This design comes from an exercise in tuning for small area, a short achievable clock period and few clock cycles per item on the open sky130 flow, not from production work. Function was checked by simulation only, so behaviour that the tests miss may differ from the original. Power and IR drop assume default switching activity.

File: flow/config.mk
export PLATFORM = sky130hd
export DESIGN_NAME = bounded_queue_service_monitor
export DESIGN_NICKNAME = bounded_queue_service_monitor
export VERILOG_FILES = /design/flow/design.v
export SDC_FILE = /design/flow/constraint.sdc
export NUM_CORES = 4
export LEC_CHECK = 0
export CAP_MARGIN = 20
export CORE_MARGIN = 2
export CORE_UTILIZATION = 40
export SLEW_MARGIN = 20
File: flow/constraint.sdc
create_clock -name core_clock -period 6.0 [get_ports {clk_i}]
set_input_delay 1.2000 -clock core_clock [delete_from_list [all_inputs] [get_ports {clk_i}]]
set_output_delay 1.2000 -clock core_clock [all_outputs]
set_load 0.01 [all_outputs]
File: flow/design.v
`timescale 1ns / 1ps
`default_nettype none
package bqsm_pkg;
  localparam int QueueDepth = 16;
  localparam int PtrW       = $clog2(QueueDepth);
  localparam int OccW       = $clog2(QueueDepth + 1);
  localparam int LimitW     = 5;
  localparam int CmpW       = (OccW > LimitW) ? OccW : LimitW;
  localparam int StampW     = 16;
  localparam int SvcW       = 8;
  localparam int CountW     = 16;
  localparam int SumW       = 22;
  localparam int LenW       = 5;
  localparam logic [LimitW-1:0] LimitReset = LimitW'(10);
  typedef enum logic {
    ST_IDLE,
    ST_EXEC
  } state_e;
  typedef struct packed {
    logic            arrival;
    logic [SvcW-1:0] service_ticks;
  } in_t;
  typedef struct packed {
    logic [LenW-1:0]   queue_length;
    logic              started_service;
    logic [CountW-1:0] accepted_count;
    logic [CountW-1:0] served_count;
    logic [CountW-1:0] turned_away_count;
    logic [SumW-1:0]   length_sum;
    logic [SumW-1:0]   wait_sum;
  } out_t;
  typedef struct packed {
    logic [StampW-1:0] stamp;
    logic [SvcW-1:0]   service;
  } entry_t;
  typedef struct packed {
    logic              en;
    logic [PtrW-1:0]   addr;
    entry_t            data;
  } ram_wr_t;
  typedef struct packed {
    logic              exec;
    in_t               item;
    logic [LimitW-1:0] limit;
  } step_req_t;
endpackage
`default_nettype wire
`timescale 1ns / 1ps
`default_nettype none
module bqsm_store (
  input  logic              clk_i,
  input  bqsm_pkg::ram_wr_t wr_i,
  input  logic [bqsm_pkg::PtrW-1:0] rd_addr_i,
  output bqsm_pkg::entry_t  rd_data_o
);
  localparam int QueueDepth = bqsm_pkg::QueueDepth;
  localparam int PtrW = bqsm_pkg::PtrW;
  localparam int OccW = bqsm_pkg::OccW;
  localparam int LimitW = bqsm_pkg::LimitW;
  localparam int CmpW = bqsm_pkg::CmpW;
  localparam int StampW = bqsm_pkg::StampW;
  localparam int SvcW = bqsm_pkg::SvcW;
  localparam int CountW = bqsm_pkg::CountW;
  localparam int SumW = bqsm_pkg::SumW;
  localparam int LenW = bqsm_pkg::LenW;
  typedef bqsm_pkg::in_t in_t;
  typedef bqsm_pkg::out_t out_t;
  typedef bqsm_pkg::entry_t entry_t;
  typedef bqsm_pkg::ram_wr_t ram_wr_t;
  typedef bqsm_pkg::step_req_t step_req_t;
  typedef bqsm_pkg::state_e state_e;
  logic [StampW+SvcW-1:0] mem [0:QueueDepth-1];
  logic [StampW+SvcW-1:0] rd_data_q;
  always_ff @(posedge clk_i) begin
    if (wr_i.en) begin
      mem[wr_i.addr] <= wr_i.data;
    end
  end
  always_ff @(posedge clk_i) begin
    rd_data_q <= mem[rd_addr_i];
  end
  assign rd_data_o = rd_data_q;
endmodule
`default_nettype wire
`timescale 1ns / 1ps
`default_nettype none
module bqsm_core (
  input  logic                clk_i,
  input  logic                rst_ni,
  input  bqsm_pkg::step_req_t req_i,
  input  bqsm_pkg::entry_t    head_i,
  output logic [bqsm_pkg::PtrW-1:0] rd_addr_o,
  output bqsm_pkg::ram_wr_t   wr_o,
  output bqsm_pkg::out_t      result_o
);
  localparam int QueueDepth = bqsm_pkg::QueueDepth;
  localparam int PtrW = bqsm_pkg::PtrW;
  localparam int OccW = bqsm_pkg::OccW;
  localparam int LimitW = bqsm_pkg::LimitW;
  localparam int CmpW = bqsm_pkg::CmpW;
  localparam int StampW = bqsm_pkg::StampW;
  localparam int SvcW = bqsm_pkg::SvcW;
  localparam int CountW = bqsm_pkg::CountW;
  localparam int SumW = bqsm_pkg::SumW;
  localparam int LenW = bqsm_pkg::LenW;
  typedef bqsm_pkg::in_t in_t;
  typedef bqsm_pkg::out_t out_t;
  typedef bqsm_pkg::entry_t entry_t;
  typedef bqsm_pkg::ram_wr_t ram_wr_t;
  typedef bqsm_pkg::step_req_t step_req_t;
  typedef bqsm_pkg::state_e state_e;
  function automatic logic [PtrW-1:0] next_ptr(input logic [PtrW-1:0] p);
    next_ptr = (p == PtrW'(QueueDepth - 1)) ? '0 : p + PtrW'(1);
  endfunction
  logic [PtrW-1:0]   head_q, head_d, tail_q, tail_d;
  logic [OccW-1:0]   occ_q, occ_d, occ_push;
  logic [StampW-1:0] tick_q, tick_d;
  logic [SvcW-1:0]   cd_q, cd_d, cd_load;
  logic [CountW-1:0] acc_q, acc_d, srv_q, srv_d, rej_q, rej_d;
  logic [SumW-1:0]   len_q, len_d, wait_q, wait_d;
  logic [CmpW-1:0]   lim_ext, lim_eff;
  logic              full, push, pop;
  entry_t            head_ent, new_ent;
  logic [StampW-1:0] waited;
  logic [SumW:0]     len_sum, wait_sum_w;
  always_comb begin
    lim_ext = CmpW'(req_i.limit);
    lim_eff = (lim_ext > CmpW'(QueueDepth)) ? CmpW'(QueueDepth) : lim_ext;
    full    = CmpW'(occ_q) >= lim_eff;
    push    = req_i.item.arrival && !full;
    occ_push = push ? occ_q + OccW'(1) : occ_q;
    pop     = (cd_q == '0) && (occ_push != '0);
    new_ent.stamp   = tick_q;
    new_ent.service = req_i.item.service_ticks;
    head_ent = (occ_q == '0) ? new_ent : head_i;
    occ_d  = pop ? occ_push - OccW'(1) : occ_push;
    head_d = pop ? next_ptr(head_q) : head_q;
    tail_d = push ? next_ptr(tail_q) : tail_q;
    cd_load = pop ? head_ent.service : cd_q;
    cd_d    = (cd_load == '0) ? '0 : cd_load - SvcW'(1);
    waited     = tick_q - head_ent.stamp;
    wait_sum_w = {1'b0, wait_q} + (SumW + 1)'(waited);
    wait_d     = !pop ? wait_q : (wait_sum_w[SumW] ? '1 : wait_sum_w[SumW-1:0]);
    len_sum = {1'b0, len_q} + (SumW + 1)'(occ_d);
    len_d   = len_sum[SumW] ? '1 : len_sum[SumW-1:0];
    acc_d  = (push && acc_q != '1) ? acc_q + CountW'(1) : acc_q;
    rej_d  = (req_i.item.arrival && full && rej_q != '1) ? rej_q + CountW'(1) : rej_q;
    srv_d  = (pop && srv_q != '1) ? srv_q + CountW'(1) : srv_q;
    tick_d = (tick_q != '1) ? tick_q + StampW'(1) : tick_q;
    wr_o.en   = req_i.exec && push;
    wr_o.addr = tail_q;
    wr_o.data = new_ent;
    result_o.queue_length      = LenW'(occ_d);
    result_o.started_service   = pop;
    result_o.accepted_count    = acc_d;
    result_o.served_count      = srv_d;
    result_o.turned_away_count = rej_d;
    result_o.length_sum        = len_d;
    result_o.wait_sum          = wait_d;
  end
  assign rd_addr_o = head_q;
  always_ff @(posedge clk_i or negedge rst_ni) begin
    if (!rst_ni) begin
      head_q <= '0;
      tail_q <= '0;
      occ_q  <= '0;
      tick_q <= '0;
      cd_q   <= '0;
      acc_q  <= '0;
      srv_q  <= '0;
      rej_q  <= '0;
      len_q  <= '0;
      wait_q <= '0;
    end else if (req_i.exec) begin
      head_q <= head_d;
      tail_q <= tail_d;
      occ_q  <= occ_d;
      tick_q <= tick_d;
      cd_q   <= cd_d;
      acc_q  <= acc_d;
      srv_q  <= srv_d;
      rej_q  <= rej_d;
      len_q  <= len_d;
      wait_q <= wait_d;
    end
  end
endmodule
`default_nettype wire
`timescale 1ns / 1ps
`default_nettype none
module bounded_queue_service_monitor (
  input  logic                clk_i,
  input  logic                rst_ni,
  input  logic                start,
  output logic                busy,
  input  logic [8:0]          item_i,
  output logic                strobe,
  output logic [97:0]         result_o,
  input  logic                cfg_we_i,
  input  logic [4:0]          cfg_data_i
);
  localparam int QueueDepth = bqsm_pkg::QueueDepth;
  localparam int PtrW = bqsm_pkg::PtrW;
  localparam int OccW = bqsm_pkg::OccW;
  localparam int LimitW = bqsm_pkg::LimitW;
  localparam int CmpW = bqsm_pkg::CmpW;
  localparam int StampW = bqsm_pkg::StampW;
  localparam int SvcW = bqsm_pkg::SvcW;
  localparam int CountW = bqsm_pkg::CountW;
  localparam int SumW = bqsm_pkg::SumW;
  localparam int LenW = bqsm_pkg::LenW;
  typedef bqsm_pkg::in_t in_t;
  typedef bqsm_pkg::out_t out_t;
  typedef bqsm_pkg::entry_t entry_t;
  typedef bqsm_pkg::ram_wr_t ram_wr_t;
  typedef bqsm_pkg::step_req_t step_req_t;
  typedef bqsm_pkg::state_e state_e;
  state_e            state_q, state_d;
  in_t               item_q;
  logic [LimitW-1:0] limit_q;
  out_t              result_q;
  logic              strobe_q;
  logic              accept, exec;
  step_req_t         req;
  entry_t            head_ent;
  ram_wr_t           wr;
  logic [PtrW-1:0]   rd_addr;
  out_t              step_res;
  always_comb begin
    state_d = state_q;
    busy    = 1'b0;
    exec    = 1'b0;
    case (state_q)
      bqsm_pkg::ST_IDLE: begin
        if (start) begin
          state_d = bqsm_pkg::ST_EXEC;
        end
      end
      bqsm_pkg::ST_EXEC: begin
        busy    = 1'b1;
        exec    = 1'b1;
        state_d = bqsm_pkg::ST_IDLE;
      end
      default: begin
        state_d = bqsm_pkg::ST_IDLE;
      end
    endcase
  end
  assign accept = start && !busy;
  always_ff @(posedge clk_i or negedge rst_ni) begin
    if (!rst_ni) begin
      state_q  <= bqsm_pkg::ST_IDLE;
      strobe_q <= 1'b0;
      limit_q  <= bqsm_pkg::LimitReset;
    end else begin
      state_q  <= state_d;
      strobe_q <= exec;
      if (cfg_we_i) begin
        limit_q <= cfg_data_i;
      end
    end
  end
  always_ff @(posedge clk_i) begin
    if (accept) begin
      item_q <= in_t'(item_i);
    end
    if (exec) begin
      result_q <= step_res;
    end
  end
  assign req.exec  = exec;
  assign req.item  = item_q;
  assign req.limit = limit_q;
  bqsm_store u_store (
    .clk_i     (clk_i),
    .wr_i      (wr),
    .rd_addr_i (rd_addr),
    .rd_data_o (head_ent)
  );
  bqsm_core u_core (
    .clk_i     (clk_i),
    .rst_ni    (rst_ni),
    .req_i     (req),
    .head_i    (head_ent),
    .rd_addr_o (rd_addr),
    .wr_o      (wr),
    .result_o  (step_res)
  );
  assign strobe   = strobe_q;
  assign result_o = result_q;
endmodule
`default_nettype wire
File: flow/run.sh
#!/bin/bash
# synth_recipe.tcl (not shown) runs the flow's synth.tcl, then flattens the netlist and writes it again
# the make line also repeats each setting of config.mk as NAME=value (left out here)
make -C /OpenROAD-flow-scripts/flow DESIGN_CONFIG=/design/flow/config.mk WORK_HOME=/design/flow/orfs CLKGATE_MAP_FILE= SYNTH_SCRIPT=/design/flow/synth_recipe.tcl finish
==> summary.txt <==
Setup path
  – CP max stage cell: dfrtp_1
  – WS Path Type: register to register
  – Worst R2R Path Depth: 25
  – Critical-path maximum fanout: 9
  – Crit path DAT: 6020 ps
  – Nature of the critical path startpoint: register
  – Crit end category: register
  – Worst EP required: 6360 ps
  – Top cell family by delay on the critical path: compound AO/OA/AOI/OAI gates
  – Critical Path Stages: 25
  – Largest stage delay on the critical path: 410 ps
  – Buf+Inv Stages, Crit Path: 3

Logic synthesis
  – Syn nets: 2054
  – Synth Flop Type: edfxtp_1
  – Ys Warns: 3
  – Distinct cells, synth: 84
  – Mapped Area: 0.0282 mm^2
  – Cells after synthesis: 1978
  – #FFs+latches synth: 651
  – Number of synthesized flops with an enable pin: 491
  – Async SR Flop Fraction: 0.209
  – Seq/Total Area, Yosys: 0.661
  – Avg Cell Area, Syn: 14.3 um^2

Routing
  – Vias per inst: 5.28
  – Final Routed Wirelength: 63000 um
  – Post-route ant nets: 0
  – DRC Markers: 0
  – 1st-iter DRT viols: 1395
  – Routed vias: 16400
  – DR WL/cell: 20.2 um
  – DRT Pass-1 Iters: 5

Timing
  – Pins Over Slew Limit: 0
  – Slew headroom: 0.299
  – Clock Skew: 40.7 ps
  – Final period utilization: 0.943
  – Setup Total Neg Slack: 0 ps
  – Final setup viols: 0
  – Worst-margin pin slew: 1050 ps
  – Hold slack: 481 ps
  – Max Fclk: 177 MHz
  – Fin. Hold Viols: 0
  – RSZ-0062 raised after global routing: no
  – Final period demand of the worst path: 5660 ps

Clock tree
  – CTS clk-pin slew, worst paths: 60 ps
  – Total CTS buffers: 69
  – CTS root buf: clkbuf_16
  – H-tree depth: 3
  – Clock Tree Buf Depth: 3
  – Clock latency (worst-skew pair): 620 ps
  – TritonCTS clock tree: yes
  – Cts hold-fix bufs: 0
  – # clock sinks: 651

Status
  – Status: complete, no violations

Global routing
  – Global route overflow: 0
  – Tot GR Track Use: 0.174
  – Initial antenna violation count: 1
  – Number of global-route vias before repair: 16400
  – Largest net degree at the start of global routing: 70
  – First-pass GRT wire length: 97500 um

Layout
  – Ant diodes: 0
  – Fin util: 0.469
  – Fraction of layout cells with a size suffix above 1: 0.131
  – Multi-input gate area: 0.00911 mm^2
  – Fillers: 6125
  – Finished Cell Area: 0.0328 mm^2
  – Fin nets: 2193
  – Area Overhead vs Synth: 16.2%
  – Sequential cell area: 0.0186 mm^2

Die
  – Initial Utilization: 0.403
  – Die Y: 269 um
  – Die width: 269 um
  – IO Pins: 118
  – Die ar.: 0.0726 mm^2
  – Row cnt: 97
  – Core area: 0.0699 mm^2

Placement
  – IO Port Bufs: 117
  – Post-DP HPWL: 36900 um
  – Placer Congestion: 0.824
  – DP Area: 0.0305 mm^2

Hold path
  – Worst hold-check path type: input port to asynchronous set/reset pin

Pwr
  – PD cells: 439 mW/mm^2
  – Static leakage: 12.0 nW
  – Peak VDD IR: 0.223 mV
  – Tot Pwr: 14.4 mW

Run
  – Max-cap viol count: 0
## worst paths after layout
kind | from | slack, ps | to
max | u_core.occ_q[0] | 340 | result_q[17]
min | rst_ni | 480 | u_core.wait_q[11]
max reg2reg | u_core.occ_q[0] | 340 | result_q[17]
min reg2reg | u_core.acc_q[6] | 510 | u_core.acc_q[6]
max in group asynchronous | rst_ni | 4220 | u_core.rej_q[12]
min in group core_clock | u_core.acc_q[6] | 510 | u_core.acc_q[6]
## per-layer routing
metal / track usage / vias to the layer above / wire, um / share of wire
li1: - / 7734 / - / -
met1: 0.228 / 8256 / 27800 / 0.44
met2: 0.294 / 369 / 30800 / 0.49
met3: 0.0320 / 85 / 3200 / 0.051
met4: 0.0499 / 0 / 1290 / 0.020
met5: 0 / - / 0 / 0
## area by class of cell
class                   count  area share
multi-input cells        1210       0.278
clock buffers             102      0.0599
well taps                 940      0.0359
flip-flops and latches    651       0.569
repair buffers            154      0.0450
clock inverters            26     0.00840
inverters                  31     0.00355
## cell usage after synthesis, drive strengths merged, types with 3 or more instances
master / instances / area share
nand2: 161 / 0.021
fa: 3 / 0.0021
nand4: 23 / 0.0051
nor2: 138 / 0.019
dfxtp: 24 / 0.017
nor4: 3 / 0.00067
a211oi: 5 / 0.0013
o31ai: 8 / 0.0021
a21oi: 84 / 0.015
dfrtp: 134 / 0.12
o2bb2ai: 3 / 0.0012
buf: 28 / 0.0051
a22oi: 24 / 0.0064
mux2i: 100 / 0.036
and4: 9 / 0.0028
a22o: 3 / 0.00093
nand3: 60 / 0.011
inv: 30 / 0.0040
nor2b: 10 / 0.0022
a221oi: 25 / 0.0078
or3: 8 / 0.0019
o21bai: 3 / 0.00080
mux2: 52 / 0.021
nor3: 25 / 0.0046
a21o: 10 / 0.0027
a31oi: 9 / 0.0020
nand3b: 3 / 0.00080
clkbuf: 57 / 0.0084
edfxtp: 491 / 0.52
o211ai: 4 / 0.0017
and2: 14 / 0.0031
o22a: 6 / 0.0019
and3: 29 / 0.0064
o32a: 5 / 0.0018
xor2: 51 / 0.016
xnor2: 102 / 0.032
mux4: 48 / 0.038
ha: 55 / 0.024
o21ai: 89 / 0.016
nand2b: 6 / 0.0016
o21a: 8 / 0.0021
a21boi: 3 / 0.00080
## per-stage QoR
| stage | instances | setup slack, ps |
|---|---|---|
| 3_5_place_dp | 2984 | 62.6 |
| 6_report | 3114 | 340 |
| 5_1_grt | 3114 | 1.85 |
| 3_3_place_gp | 2984 | 157 |
| 2_1_floorplan | 1978 | 80.4 |
| 4_1_cts | 3112 | 45.8 |
## registers in the layout, indices dropped and copies added, names as in the netlist
| name | flops |
|---|---|
| u_store.mem | 384 |
| result_q | 98 |
| u_store.rd_data_q | 24 |
| u_core.len_q | 22 |
| u_core.wait_q | 22 |
| u_core.acc_q | 16 |
| u_core.rej_q | 16 |
| u_core.srv_q | 16 |
| u_core.tick_q | 16 |
| item_q | 9 |
| u_core.cd_q | 8 |
| limit_q | 5 |
| u_core.occ_q | 5 |
| u_core.head_q | 4 |
| u_core.tail_q | 4 |
| state_q | 1 |
| strobe_q | 1 |
## power breakdown
part,internal [mW],switching (mW),total (mW)
Sequential,5.47,0.549,6.02
Combinational,1.96,2.22,4.18
Clock,2.42,1.77,4.20
## layout by cell type, fill, tap and decap left out, types with 7 or more instances in the layout
master / netlist / final
a21o_1: 10 / 10
a21oi_1: 82 / 82
a221oi_1: 25 / 25
a22oi_1: 24 / 24
a31oi_1: 9 / 9
and2_1: 13 / 8
and3_1: 29 / 29
buf_4: 0 / 35
clkbuf_1: 53 / 23
clkbuf_16: 0 / 70
clkbuf_8: 2 / 9
clkdlybuf4s50_1: 0 / 116
clkinv_1: 1 / 8
clkinv_2: 0 / 7
dfrtp_1: 134 / 130
dfxtp_1: 24 / 24
edfxtp_1: 491 / 491
ha_1: 55 / 55
inv_1: 29 / 29
mux2_2: 51 / 51
mux2i_1: 100 / 100
mux4_2: 48 / 48
nand2_1: 161 / 159
nand3_1: 60 / 60
nand4_1: 23 / 23
nor2_1: 135 / 133
nor2b_1: 10 / 9
nor3_1: 24 / 24
o21a_1: 8 / 8
o21ai_0: 85 / 85
o31ai_1: 8 / 8
xnor2_1: 102 / 102
xor2_1: 50 / 50
## worst reg2reg max path: stages (launching register included)
cell	delay [ps]
dfrtp_1	410
inv_1	100
ha_1	140
nor4b_4	180
buf_4	190
mux2_2	340
ha_1	210
fa_1	410
nor2b_1	120
o21ai_0	100
a21boi_0	240
o21ai_0	190
a211oi_2	260
nor3_1	100
or3_1	390
xnor2_1	140
ha_1	330
a21o_1	200
a21o_1	180
a21o_1	170
a221oi_1	260
buf_4	180
nor2_2	70
nand3_1	140
nand2_1	80
mux2_2	280
## cells by family after synthesis
family                   share of synthesized area
adder cells (fa/ha/maj)                     0.0265
XOR/XNOR                                    0.0478
AND/OR/NAND/NOR                             0.0829
flip-flops                                   0.661
buffers and inverters                       0.0180
multiplexers                                0.0948
AO/OA/AOI/OAI                               0.0691
## timing repair
action	in CTS	in global routing
setup buffers	0	2
endpoints found under the setup margin	0	72
gates resized for setup	0	7
Testbench counts, summed over its fixed seeds: cycles 48,000, items 24,000.

afterwards: timing with drivers on the ports:
No port has a modelled driver above. Below, the same layout with a new extraction and two added sets of constraints.
Step 1 sets driving cells, clkbuf_16 on the clock port and buf_2 on the other inputs (assumed; they add their load-dependent delay and slew).
Step 2, shift: input delay + t, output delay - t, t = (earliest + latest rising clock arrival at the registers) / 2. This alone moves slack from input paths to output paths.
Slacks: no drivers / after step 1 / after step 2; pairs: no drivers / after step 1.
t, ns: 0.666
slack for setup (ns): 0.340 / 0.340 / 0.340
latest minus earliest clock arrival (ns): 0.043 / 0.043
slew at the worst register clock pin (ns): 0.06 / 0.06
cell pins on the clock port's net: 1
After both steps this run still meets setup and hold. For this run, drivers alone change the setup slack by 0.000 ns; drivers and shift together by 0.000 ns.
